Background: an optimization exercise with open tools, aiming at small area. Do not read the settings as production practice.
The RTL was checked by simulation tests, not by an equivalence proof against the original design.

== v57 ==
==> flow/design.v (excerpt) <==
module awgn_clt_gen (
    input  logic        clock,
    input  logic        rst_n,
    input  logic        init,
    input  logic        ce,
    input  logic [31:0] seed,
    input  logic        gain_we,
    input  logic [0:0]  gain_sel,
    input  logic [15:0] gain_val,
    output logic        x_en,
    output logic [31:0] awgn
);
    localparam logic [31:0] MIX0 = 32'h9E3779B9;
    localparam logic [31:0] MIX1 = 32'h3C6EF372;
    localparam logic [15:0] ACC0 = 16'hA000;   
    function automatic logic [31:0] xs(input logic [31:0] s_in);
        logic [31:0] s;
        s = s_in ^ (s_in << 13);
        s = s ^ (s >> 17);
        s = s ^ (s << 5);
        xs = s;
    endfunction
    function automatic logic [31:0] cseed(input logic [31:0] b, input logic [31:0] m);
        logic [31:0] s;
        s = b ^ m;
        cseed = (s == 32'h0) ? 32'h1 : s;
    endfunction
    logic [31:0] s0_r, s1_r;
    logic [15:0] acc0_r, acc1_r;
    logic [15:0] g0_r, g1_r;
    logic [3:0]  cnt_r;
    logic        v1_r, x_en_r;
    logic [31:0] awgn_r;
    logic [31:0] d0, d1;
    logic [15:0] ae0, ae1, sum0, sum1, gn0, gn1, ma, mb;
    logic [19:0] q;
    logic        povf, novf;
    logic [15:0] sat;
    logic        c0, last;
    assign c0   = (cnt_r == 4'd0);
    assign last = (cnt_r == 4'd11);
    assign d0   = xs(s0_r);
    assign d1   = xs(s1_r);
    awgn_addf u_add0 (.a(acc0_r), .u(d0[31:20]), .s(ae0));   
    awgn_addr u_add1 (.a(acc1_r), .u(d1[31:20]), .s(ae1));
    assign sum0 = c0 ? {ACC0[15:12], d0[31:20]} : ae0;
    assign sum1 = c0 ? {ACC0[15:12], d1[31:20]} : ae1;
    assign gn0  = (gain_we && gain_sel == 1'b0) ? gain_val : g0_r;
    assign gn1  = (gain_we && gain_sel == 1'b1) ? gain_val : g1_r;
    assign ma   = v1_r ? acc1_r : sum0;
    assign mb   = (gain_we && gain_sel == 1'b0 && !v1_r) ? gain_val : (v1_r ? g1_r : g0_r);
    awgn_mul u_mul (.a(ma), .b(mb), .q(q));
    assign povf = !q[19] && (q[18:15] != 4'b0000);
    assign novf =  q[19] && ((q[18:15] != 4'b1111) || (q[14:0] == 15'd0));
    assign sat  = povf ? 16'h7FFF : novf ? 16'h8001 : q[15:0];
    always_ff @(posedge clock or negedge rst_n) begin
        if (!rst_n) begin
            s0_r   <= MIX0 ^ 32'h1;
            s1_r   <= MIX1 ^ 32'h1;
            cnt_r  <= 4'd0;
            v1_r   <= 1'b0;
            x_en_r <= 1'b0;
  ...
For scale: about 1800 cells after synthesis, ~170 flip-flops.
Settings: LEC_CHECK=0, ABC_AREA=1, CAP_MARGIN=20, CORE_MARGIN=2, CORE_UTILIZATION=40, CTS_BUF_LIST=sky130_fd_sc_hd__clkbuf_4 sky130_fd_sc_hd__clkbuf_8, SLEW_MARGIN=20; clock period 10.0 ns.
standard.sh (not shown) runs the stock make flow with config.mk's settings and CLKGATE_MAP_FILE= SYNTH_SCRIPT=/design/flow/synth_recipe.tcl, a recipe that flattens the netlist after the stock synthesis.
==> flow/flow/run.sh <==
#!/bin/bash
# Own flow: the standard layout (standard.sh, unchanged synthesis), with every
# input and output port buffered by the smallest buffer (buf_1) instead of the
# default choice. Each tool's output goes to a log file here.
set -euo pipefail
export BUFFER_PORTS_ARGS="-buffer_cell sky130_fd_sc_hd__buf_1"
bash standard.sh > standard_flow.log 2>&1
v57: flow completed, timing, DRC and antenna clean
Setup changes, v57 to v31
-- flow/config.mk --
<<< v57, line 8
export ABC_AREA = 1
export CAP_MARGIN = 20
export CORE_MARGIN = 2
export CORE_UTILIZATION = 40
export CTS_BUF_LIST = sky130_fd_sc_hd__clkbuf_4 sky130_fd_sc_hd__clkbuf_8
export SLEW_MARGIN = 20
>>> v31, line 8
export ABC_AREA = 1
export CAP_MARGIN = 10
export CORE_MARGIN = 2
export CORE_UTILIZATION = 40
export CTS_BUF_LIST = sky130_fd_sc_hd__clkbuf_8
export SLEW_MARGIN = 10
Delta (v31 minus v57): relative slew slack went down 7.9 points; worst hold slack did not really move. On global routing met2 resource utilization, v31 and v57 are neck and neck. There was hardly any difference in final area between v57 and v31. Lower clock buffer instance count of the final layout goes to v31 over v57. Relative to v57, the smallest setup slack after layout of v31 is lower by 0.024 ns. Compared v57 against v31; per-cell via count in the routed design within noise.
Input changes introduced in v37 (baseline for comparison: v31):
-- flow/config.mk --
<<< v31, line 8
export ABC_AREA = 1
export CAP_MARGIN = 10
export CORE_MARGIN = 2
export CORE_UTILIZATION = 40
export CTS_BUF_LIST = sky130_fd_sc_hd__clkbuf_8
export SLEW_MARGIN = 10
>>> v37, line 8
export ABC_AREA = 1
export CAP_MARGIN = 20
export CORE_MARGIN = 2
export CORE_UTILIZATION = 50
export CTS_BUF_LIST = sky130_fd_sc_hd__clkbuf_8
export SLEW_MARGIN = 20
==> results.txt <==
v37 vs. v31: total die area fell by 20%, via count rose by 48, utilization rose by 11 points.
Worst setup path endpoint: acc0_r[5] -> v31, acc0_r[8] -> v37

========
Starting RTL as in the previous note.
Settings: LEC_CHECK=0, ABC_AREA=1, CAP_MARGIN=20, CORE_MARGIN=2, CORE_UTILIZATION=40, CTS_BUF_LIST=sky130_fd_sc_hd__clkbuf_8, CTS_CLUSTER_DIAMETER=120, CTS_CLUSTER_SIZE=40, SLEW_MARGIN=20; clock period 10.0 ns.
Scripts as last shown in full above: flow/flow/run.sh
The baseline ran to the end with no violations.
Next try:
Settings changed: CAP_MARGIN 20 to 0, CTS_CLUSTER_DIAMETER 120 to default, CTS_CLUSTER_SIZE 40 to default, SLEW_MARGIN 20 to 0.
Clock skew stays flat.
Routed wire length barely changes.
Design area does not change.
Register-to-register slack got worse by 0.03 ns.
Area after synthesis is unchanged.
Via count stays flat.
Die area is unchanged.
Global-route usage is unchanged.

-- afterwards: timing with drivers on the ports --
The results above use ideal ports. As a check the final layouts listed here were re-extracted and re-timed, cells and wires unchanged. Step 1, drivers: a clkbuf_16 drives clock and a buf_2 each remaining input, both assumed. Step 2, shift: input delay + t, output delay - t, t = (earliest + latest rising clock arrival at the registers) / 2. This alone moves slack from input paths to output paths. Slacks: ideal / step 1 / step 2; pairs: ideal / step 1.
| run | shift t [ns] | setup slack, ns | worst setup path at the end |
|---|---|---|---|
| v57 | 0.557 | 0.585 / 0.585 / 0.585 | register to register |
| v31 | 0.558 | 0.562 / 0.562 / 0.562 | register to register |
| v37 | 0.523 | 0.606 / 0.606 / 0.606 | register to register |
| the first run of note 2 | 0.557 | 0.589 / 0.589 / 0.589 | register to register |
| the second run of note 2 | 0.558 | 0.562 / 0.562 / 0.562 | register to register |
After both steps every run listed still meets setup and hold.
